From an optimization exercise on the open Yosys and OpenROAD flow, aimed at small area; shortcuts taken in it are not production practice. Function was checked by simulation only, so behaviour that the tests miss may differ from the original. No activity file was given, so power comes from the tool's default toggle rates.

run 1:
## sha1_byte_stream_hasher
module sha1_byte_stream_hasher (
    input  logic        aclk,
    input  logic        aresetn,
    input  logic        s_tvalid,
    output logic        s_tready,
    input  logic [7:0]  s_tdata,    
    input  logic        s_tuser,    
    output logic        m_tvalid,
    input  logic        m_tready,
    output logic [39:0] m_tdata,    
    output logic        m_tlast     
);
==> flow/config.mk <==
export PLATFORM = sky130hd
export DESIGN_NAME = sha1_byte_stream_hasher
export DESIGN_NICKNAME = sha1_byte_stream_hasher
export VERILOG_FILES = /design/flow/design.v
export SDC_FILE = /design/flow/constraint.sdc
export NUM_CORES = 4
export LEC_CHECK = 0
export CAP_MARGIN = 20
export CORE_MARGIN = 2
export CORE_UTILIZATION = 60
export CTS_BUF_LIST = sky130_fd_sc_hd__clkbuf_8
export CTS_CLUSTER_DIAMETER = 60
export CTS_CLUSTER_SIZE = 20
export PLACE_DENSITY = 0.75
export SLEW_MARGIN = 20
==> flow/constraint.sdc <==
create_clock -name core_clock -period 7.0 [get_ports {aclk}]
set_input_delay 1.4000 -clock core_clock [delete_from_list [all_inputs] [get_ports {aclk}]]
set_output_delay 1.4000 -clock core_clock [all_outputs]
set_load 0.01 [all_outputs]
run.sh (not shown) runs the stock make flow with config.mk's settings and CLKGATE_MAP_FILE= SYNTH_SCRIPT=/design/flow/synth_recipe.tcl, a recipe that flattens the netlist after the stock synthesis.
The following lists how run 2 was set up differently from run 1:
# run 1
export LEC_CHECK = 0
export CAP_MARGIN = 20
export CORE_MARGIN = 2
export CORE_UTILIZATION = 60
export CTS_BUF_LIST = sky130_fd_sc_hd__clkbuf_8
export CTS_CLUSTER_DIAMETER = 60
export CTS_CLUSTER_SIZE = 20
export PLACE_DENSITY = 0.75
export SLEW_MARGIN = 20
create_clock -name core_clock -period 7.0 [get_ports {aclk}]
# run 2
export LEC_CHECK = 0
export CAP_MARGIN = 20
export CORE_MARGIN = 2
export CORE_UTILIZATION = 70
export CTS_BUF_LIST = sky130_fd_sc_hd__clkbuf_16
export CTS_CLUSTER_DIAMETER = 60
export CTS_CLUSTER_SIZE = 36
export PLACE_DENSITY = 0.8
export SLEW_MARGIN = 20
create_clock -name core_clock -period 7.0 [get_ports {aclk}]
==> results.txt <==
- What run 2 reported for wire length of the first global-routing pass has to be multiplied by 0.901 to get the figure for run 1.
- Run 1 → run 2: via count went up, met1 track demand over resource in global routing shows an increase of 6.9 points.
- | share of final layout cell area taken by non-clock buffers | run 2 vs run 1 | ≈ equal |
- Of run 1 and run 2, the lower pre-CTS setup slack belongs to run 1.
- On count of nets after finishing: between run 1 and run 2, it ends up higher for run 1.
- Compare run 1 and run 2 | die outline height higher: run 1
- Run 1 → run 2: clock transition at the registers of the reported paths flat, wire length the detailed router placed on met1 now sits higher, number of buffers inserted during clock tree synthesis moved down, final critical delay including setup and external delays decreased 0.13 ns.
The inputs of run 3 differ from those of run 2 as listed below.
# run 2
export LEC_CHECK = 0
export CAP_MARGIN = 20
export CORE_MARGIN = 2
export CORE_UTILIZATION = 70
export CTS_BUF_LIST = sky130_fd_sc_hd__clkbuf_16
export CTS_CLUSTER_DIAMETER = 60
export CTS_CLUSTER_SIZE = 36
export PLACE_DENSITY = 0.8
export SLEW_MARGIN = 20
create_clock -name core_clock -period 7.0 [get_ports {aclk}]
# run 3
export LEC_CHECK = 0
export CAP_MARGIN = 20
export CORE_MARGIN = 2
export CORE_UTILIZATION = 70
export CTS_BUF_LIST = sky130_fd_sc_hd__clkbuf_8
export CTS_CLUSTER_DIAMETER = 50
export CTS_CLUSTER_SIZE = 20
export PLACE_DENSITY = 0.8
export SLEW_MARGIN = 20
create_clock -name core_clock -period 7.0 [get_ports {aclk}]
Every stage of the flow completed for run 3, and the final layout passed the timing, DRC and antenna checks.
Every stage of the flow completed for run 2, and the final layout passed the timing, DRC and antenna checks.
Of run 3 and run 2, run 3 shows the lower slew of the pin with the lowest slew margin, with run 2 above it.
Fraction of area in clock buffers and inverters ended up 1.7 points lower on run 3 than on run 2.
Diff run 2 -> run 3: hold slack went up by 0.018 ns, overall power consumption went down by 7.3%, setup slack went up by 0.044 ns, maximum frequency went up by 0.82%.
Compare run 3 and run 2 | global-route track usage on met3 lower: run 2
On share of power burned in combinational logic, run 3 tracks run 2 almost exactly.


sha1_byte_stream_hasher, a different RTL version from the one above (not shown whole).
Size: about 1500 cells after synthesis, ~930 flip-flops.
export LEC_CHECK = 0
export ABC_AREA = 1
export CAP_MARGIN = 20
export CORE_MARGIN = 2
export CORE_UTILIZATION = 70
export CTS_BUF_LIST = sky130_fd_sc_hd__clkbuf_8
export CTS_CLUSTER_DIAMETER = 50
export CTS_CLUSTER_SIZE = 20
export GPL_TIMING_DRIVEN = 0
export PLACE_DENSITY = 0.9
export SLEW_MARGIN = 20
create_clock -name core_clock -period 7.0 [get_ports {aclk}]
standard.sh (not shown) runs the stock make flow with config.mk's settings and CLKGATE_MAP_FILE= SYNTH_SCRIPT=/design/flow/synth_recipe.tcl, a recipe that flattens the netlist after the stock synthesis.
==> flow/flow/run.sh <==
#!/bin/bash
# Standard ORFS layout (the standard.sh) with these changes:
#  - synthesis maps with a deeper area-oriented abc script (flow/abc_area_deep.script)
#    in place of ORFS's abc_area.script; everything else in synthesis is the standard flow's
#    synth_recipe.tcl and ORFS's synth.tcl, so the same registers come out,
#  - the half-adder cell is not used, so half adders are left to abc,
#  - ports are buffered with the smallest buffer, sky130_fd_sc_hd__buf_1,
#  - clock tree synthesis adds no dummy loads.
# make's output goes to flow.log; ORFS keeps each step's log under orfs/logs.
set -euo pipefail
HERE=$(pwd)
sed '/^source $::env(SCRIPTS_DIR)\/synth_preamble.tcl$/a if { [info exists ::env(MY_ABC_SCRIPT)] } { lset abc_args 1 $::env(MY_ABC_SCRIPT) }' "$FLOW_HOME/scripts/synth.tcl" > "$HERE/my_synth.tcl"
grep -q MY_ABC_SCRIPT "$HERE/my_synth.tcl"
sed "s|source \$::env(SCRIPTS_DIR)/synth.tcl|source $HERE/my_synth.tcl|" synth_recipe.tcl > "$HERE/my_synth_recipe.tcl"
grep -q my_synth.tcl "$HERE/my_synth_recipe.tcl"
export MY_ABC_SCRIPT="$HERE/flow/abc_area_deep.script"
DU=" sky130_fd_sc_hd__probe_p_8 sky130_fd_sc_hd__probec_p_8 sky130_fd_sc_hd__lpflow_bleeder_1 sky130_fd_sc_hd__lpflow_clkbufkapwr_1 sky130_fd_sc_hd__lpflow_clkbufkapwr_16 sky130_fd_sc_hd__lpflow_clkbufkapwr_2 sky130_fd_sc_hd__lpflow_clkbufkapwr_4 sky130_fd_sc_hd__lpflow_clkbufkapwr_8 sky130_fd_sc_hd__lpflow_clkinvkapwr_1 sky130_fd_sc_hd__lpflow_clkinvkapwr_16 sky130_fd_sc_hd__lpflow_clkinvkapwr_2 sky130_fd_sc_hd__lpflow_clkinvkapwr_4 sky130_fd_sc_hd__lpflow_clkinvkapwr_8 sky130_fd_sc_hd__lpflow_decapkapwr_12 sky130_fd_sc_hd__lpflow_decapkapwr_3 sky130_fd_sc_hd__lpflow_decapkapwr_4 sky130_fd_sc_hd__lpflow_decapkapwr_6 sky130_fd_sc_hd__lpflow_decapkapwr_8 sky130_fd_sc_hd__lpflow_inputiso0n_1 sky130_fd_sc_hd__lpflow_inputiso0p_1 sky130_fd_sc_hd__lpflow_inputiso1n_1 sky130_fd_sc_hd__lpflow_inputiso1p_1 sky130_fd_sc_hd__lpflow_inputisolatch_1 sky130_fd_sc_hd__lpflow_isobufsrc_1 sky130_fd_sc_hd__lpflow_isobufsrc_16 sky130_fd_sc_hd__lpflow_isobufsrc_2 sky130_fd_sc_hd__lpflow_isobufsrc_4 sky130_fd_sc_hd__lpflow_isobufsrc_8 sky130_fd_sc_hd__lpflow_isobufsrckapwr_16 sky130_fd_sc_hd__lpflow_lsbuf_lh_hl_isowell_tap_1 sky130_fd_sc_hd__lpflow_lsbuf_lh_hl_isowell_tap_2 sky130_fd_sc_hd__lpflow_lsbuf_lh_hl_isowell_tap_4 sky130_fd_sc_hd__lpflow_lsbuf_lh_isowell_4 sky130_fd_sc_hd__lpflow_lsbuf_lh_isowell_tap_1 sky130_fd_sc_hd__lpflow_lsbuf_lh_isowell_tap_2 sky130_fd_sc_hd__lpflow_lsbuf_lh_isowell_tap_4 sky130_fd_sc_hd__ha_1"
CTS="-sink_clustering_enable -repair_clock_nets -sink_clustering_size 20 -sink_clustering_max_diameter 50 -buf_list sky130_fd_sc_hd__clkbuf_8 -dont_use_dummy_load"
bash standard.sh "SYNTH_SCRIPT=$HERE/my_synth_recipe.tcl" "DONT_USE_CELLS=$DU" "BUFFER_PORTS_ARGS=-buffer_cell sky130_fd_sc_hd__buf_1" "CTS_ARGS=$CTS" finish > flow.log 2>&1
==> flow/flow/abc_area_deep.script <==
&get -n
&st
&dc2
&dch -f
&nf -R 1000 -p
&put
mfs2 -a
&get -n
&st
&dc2
&dch -f
&nf -R 1000 -p
&put
mfs2 -a
&get -n
&st
&dch -f
&nf -R 1000 -p
&put
topo
dnsize
Edit:
--- a/flow/config.mk
+++ b/flow/config.mk
@@ -11 +11 @@
-export CORE_UTILIZATION = 70
+export CORE_UTILIZATION = 60
@@ -15,2 +15 @@
-export GPL_TIMING_DRIVEN = 0
-export PLACE_DENSITY = 0.9
+export PLACE_DENSITY = 0.7
=> Cell count climbs by about 1.4%. Area after synthesis is unchanged. Fmax climbs by 2.6%. Core utilization drops by 11 points. Final area drops by 0.93%. Via count drops by 3.7%. Die area climbs by 16%. Synthesized cell count stays the same.
Edit:
--- a/flow/flow/run.sh
+++ b/flow/flow/run.sh
@@ -18 +18 @@
-CTS="-sink_clustering_enable -repair_clock_nets -sink_clustering_size 20 -sink_clustering_max_diameter 50 -buf_list sky130_fd_sc_hd__clkbuf_8 -dont_use_dummy_load"
+CTS="-sink_clustering_enable -repair_clock_nets -sink_clustering_size 20 -sink_clustering_max_diameter 70 -buf_list sky130_fd_sc_hd__clkbuf_8 -dont_use_dummy_load"
--- a/flow/config.mk
+++ b/flow/config.mk
@@ -11 +11 @@
-export CORE_UTILIZATION = 60
+export CORE_UTILIZATION = 70
@@ -15 +15 @@
-export PLACE_DENSITY = 0.7
+export PLACE_DENSITY = 0.8
Outcome:
- first-iteration DRC count came out lower by 8.2%
- utilization came out higher by 10 points
- sequential power hardly moves
- critical path depth stays the same
- power came out lower by 0.46%
- via count came out higher by 0.40%
- non-clock buffer count came out higher by 1
- clock power stays flat
- wire length came out higher by 0.89%
- clock skew came out higher by 10 ps
- hold slack loses 41 ps
Edit:
--- a/flow/flow/run.sh
+++ b/flow/flow/run.sh
@@ -2,5 +2,3 @@
-# Standard ORFS layout (the standard.sh) with these changes:
-#  - synthesis maps with a deeper area-oriented abc script (flow/abc_area_deep.script)
-#    in place of ORFS's abc_area.script; everything else in synthesis is the standard flow's
-#    synth_recipe.tcl and ORFS's synth.tcl, so the same registers come out,
-#  - the half-adder cell is not used, so half adders are left to abc,
+# Standard ORFS layout (the standard.sh) with three changes:
+#  - the half-adder cell is not used, so synthesis leaves half adders to abc
+#    (the same registers come out; only gates differ),
@@ -9 +7 @@
-# make's output goes to flow.log; ORFS keeps each step's log under orfs/logs.
+# All make output goes to flow.log; ORFS keeps each step's log under orfs/logs.
@@ -11,6 +8,0 @@
-HERE=$(pwd)
-sed '/^source $::env(SCRIPTS_DIR)\/synth_preamble.tcl$/a if { [info exists ::env(MY_ABC_SCRIPT)] } { lset abc_args 1 $::env(MY_ABC_SCRIPT) }' "$FLOW_HOME/scripts/synth.tcl" > "$HERE/my_synth.tcl"
-grep -q MY_ABC_SCRIPT "$HERE/my_synth.tcl"
-sed "s|source \$::env(SCRIPTS_DIR)/synth.tcl|source $HERE/my_synth.tcl|" synth_recipe.tcl > "$HERE/my_synth_recipe.tcl"
-grep -q my_synth.tcl "$HERE/my_synth_recipe.tcl"
-export MY_ABC_SCRIPT="$HERE/flow/abc_area_deep.script"
@@ -18,2 +10,2 @@
-CTS="-sink_clustering_enable -repair_clock_nets -sink_clustering_size 20 -sink_clustering_max_diameter 70 -buf_list sky130_fd_sc_hd__clkbuf_8 -dont_use_dummy_load"
-bash standard.sh "SYNTH_SCRIPT=$HERE/my_synth_recipe.tcl" "DONT_USE_CELLS=$DU" "BUFFER_PORTS_ARGS=-buffer_cell sky130_fd_sc_hd__buf_1" "CTS_ARGS=$CTS" finish > flow.log 2>&1
+CTS="-sink_clustering_enable -repair_clock_nets -sink_clustering_size 20 -sink_clustering_max_diameter 50 -buf_list sky130_fd_sc_hd__clkbuf_8 -dont_use_dummy_load"
+bash standard.sh "DONT_USE_CELLS=$DU" "BUFFER_PORTS_ARGS=-buffer_cell sky130_fd_sc_hd__buf_1" "CTS_ARGS=$CTS" finish > flow.log 2>&1
--- a/flow/config.mk
+++ b/flow/config.mk
@@ -11 +11 @@
-export CORE_UTILIZATION = 70
+export CORE_UTILIZATION = 82
@@ -15 +15 @@
-export PLACE_DENSITY = 0.8
+export PLACE_DENSITY = 0.9
removed: flow/flow/abc_area_deep.script
Effect:
- clock power is higher by about 3%
- core utilization is higher by 12 points
- register-to-register slack gets worse by 210 ps
- total power is higher by 2.6%
- final cell count is higher by about 8%
- area after synthesis is higher by about 3%
- sequential share of layout area is lower by 1.7 points
- sequential cell count does not change
Edit:
--- a/flow/flow/run.sh
+++ b/flow/flow/run.sh
@@ -2,3 +2,5 @@
-# Standard ORFS layout (the standard.sh) with three changes:
-#  - the half-adder cell is not used, so synthesis leaves half adders to abc
-#    (the same registers come out; only gates differ),
+# Standard ORFS layout (the standard.sh) with these changes:
+#  - synthesis maps with a deeper area-oriented abc script (flow/abc_area_deep.script)
+#    in place of ORFS's abc_area.script; everything else in synthesis is the standard flow's
+#    synth_recipe.tcl and ORFS's synth.tcl, so the same registers come out,
+#  - the half-adder cell is not used, so half adders are left to abc,
@@ -7 +9 @@
-# All make output goes to flow.log; ORFS keeps each step's log under orfs/logs.
+# make's output goes to flow.log; ORFS keeps each step's log under orfs/logs.
@@ -8,0 +11,6 @@
+HERE=$(pwd)
+sed '/^source $::env(SCRIPTS_DIR)\/synth_preamble.tcl$/a if { [info exists ::env(MY_ABC_SCRIPT)] } { lset abc_args 1 $::env(MY_ABC_SCRIPT) }' "$FLOW_HOME/scripts/synth.tcl" > "$HERE/my_synth.tcl"
+grep -q MY_ABC_SCRIPT "$HERE/my_synth.tcl"
+sed "s|source \$::env(SCRIPTS_DIR)/synth.tcl|source $HERE/my_synth.tcl|" synth_recipe.tcl > "$HERE/my_synth_recipe.tcl"
+grep -q my_synth.tcl "$HERE/my_synth_recipe.tcl"
+export MY_ABC_SCRIPT="$HERE/flow/abc_area_deep.script"
@@ -10,2 +18,2 @@
-CTS="-sink_clustering_enable -repair_clock_nets -sink_clustering_size 20 -sink_clustering_max_diameter 50 -buf_list sky130_fd_sc_hd__clkbuf_8 -dont_use_dummy_load"
-bash standard.sh "DONT_USE_CELLS=$DU" "BUFFER_PORTS_ARGS=-buffer_cell sky130_fd_sc_hd__buf_1" "CTS_ARGS=$CTS" finish > flow.log 2>&1
+CTS="-sink_clustering_enable -repair_clock_nets -sink_clustering_size 18 -sink_clustering_max_diameter 45 -buf_list sky130_fd_sc_hd__clkbuf_8 -dont_use_dummy_load"
+bash standard.sh "SYNTH_SCRIPT=$HERE/my_synth_recipe.tcl" "DONT_USE_CELLS=$DU" "BUFFER_PORTS_ARGS=-buffer_cell sky130_fd_sc_hd__buf_1" "CTS_ARGS=$CTS" finish > flow.log 2>&1
==> flow/flow/abc_area_deep.script (new file) <==
&get -n
&st
&dc2
&dch -f
&nf -R 1000 -p
&put
mfs2 -a
&get -n
&st
&dc2
&dch -f
&nf -R 1000 -p
&put
mfs2 -a
&get -n
&st
&dch -f
&nf -R 1000 -p
&put
topo
dnsize
--- a/flow/config.mk
+++ b/flow/config.mk
@@ -11 +11 @@
-export CORE_UTILIZATION = 82
+export CORE_UTILIZATION = 70
@@ -15 +15 @@
-export PLACE_DENSITY = 0.9
+export PLACE_DENSITY = 0.8
Outcome:
- The new run went through all stages and came out clean
- area after synthesis is lower by 2.8%
- first-iteration DRC count drops by 64%
- wire length goes down by 32%
- register-to-register slack gains 270 ps

## static timing again, ports no longer ideal
The results above use ideal ports. As a check the final layouts listed here were re-extracted and re-timed, cells and wires unchanged.
Step 1, drivers: a clkbuf_16 drives aclk and a buf_2 each remaining input, both assumed.
Step 2 moves the port delays by t, midway between the first and last clock arrival at a register: inputs arrive t later, outputs are due t later. That takes back most of the time a late clock gives input paths.
Slacks: ideal ports / drivers / drivers and shift; pairs: ideal ports / drivers.
| run | t, ns | setup slack, ns | worst setup path after step 2 | worst data-port slew with drivers (ns) | cell pins on the clock port's net |
|---|---|---|---|---|---|
| run 1 | 0.722 | 1.393 / 1.393 / 1.393 | register to register | 0.05 | 1 |
| run 2 | 0.615 | 1.524 / 1.524 / 1.524 | register to register | 0.06 | 1 |
| run 3 | 0.689 | 1.569 / 1.569 / 1.569 | register to register | 0.05 | 1 |
| the first run of note 2 | 0.639 | 1.817 / 1.817 / 1.817 | register to register | 0.04 | 1 |
| the second run of note 2 | 0.673 | 1.950 / 1.950 / 1.950 | register to register | 0.04 | 1 |
| the third run of note 2 | 0.627 | 1.754 / 1.754 / 1.754 | register to register | 0.03 | 1 |
| the fourth run of note 2 | 0.646 | 1.548 / 1.548 / 1.548 | register to register | 0.06 | 1 |
| the fifth run of note 2 | 0.614 | 1.813 / 1.813 / 1.813 | register to register | 0.03 | 1 |
After both steps every run listed still meets setup and hold.
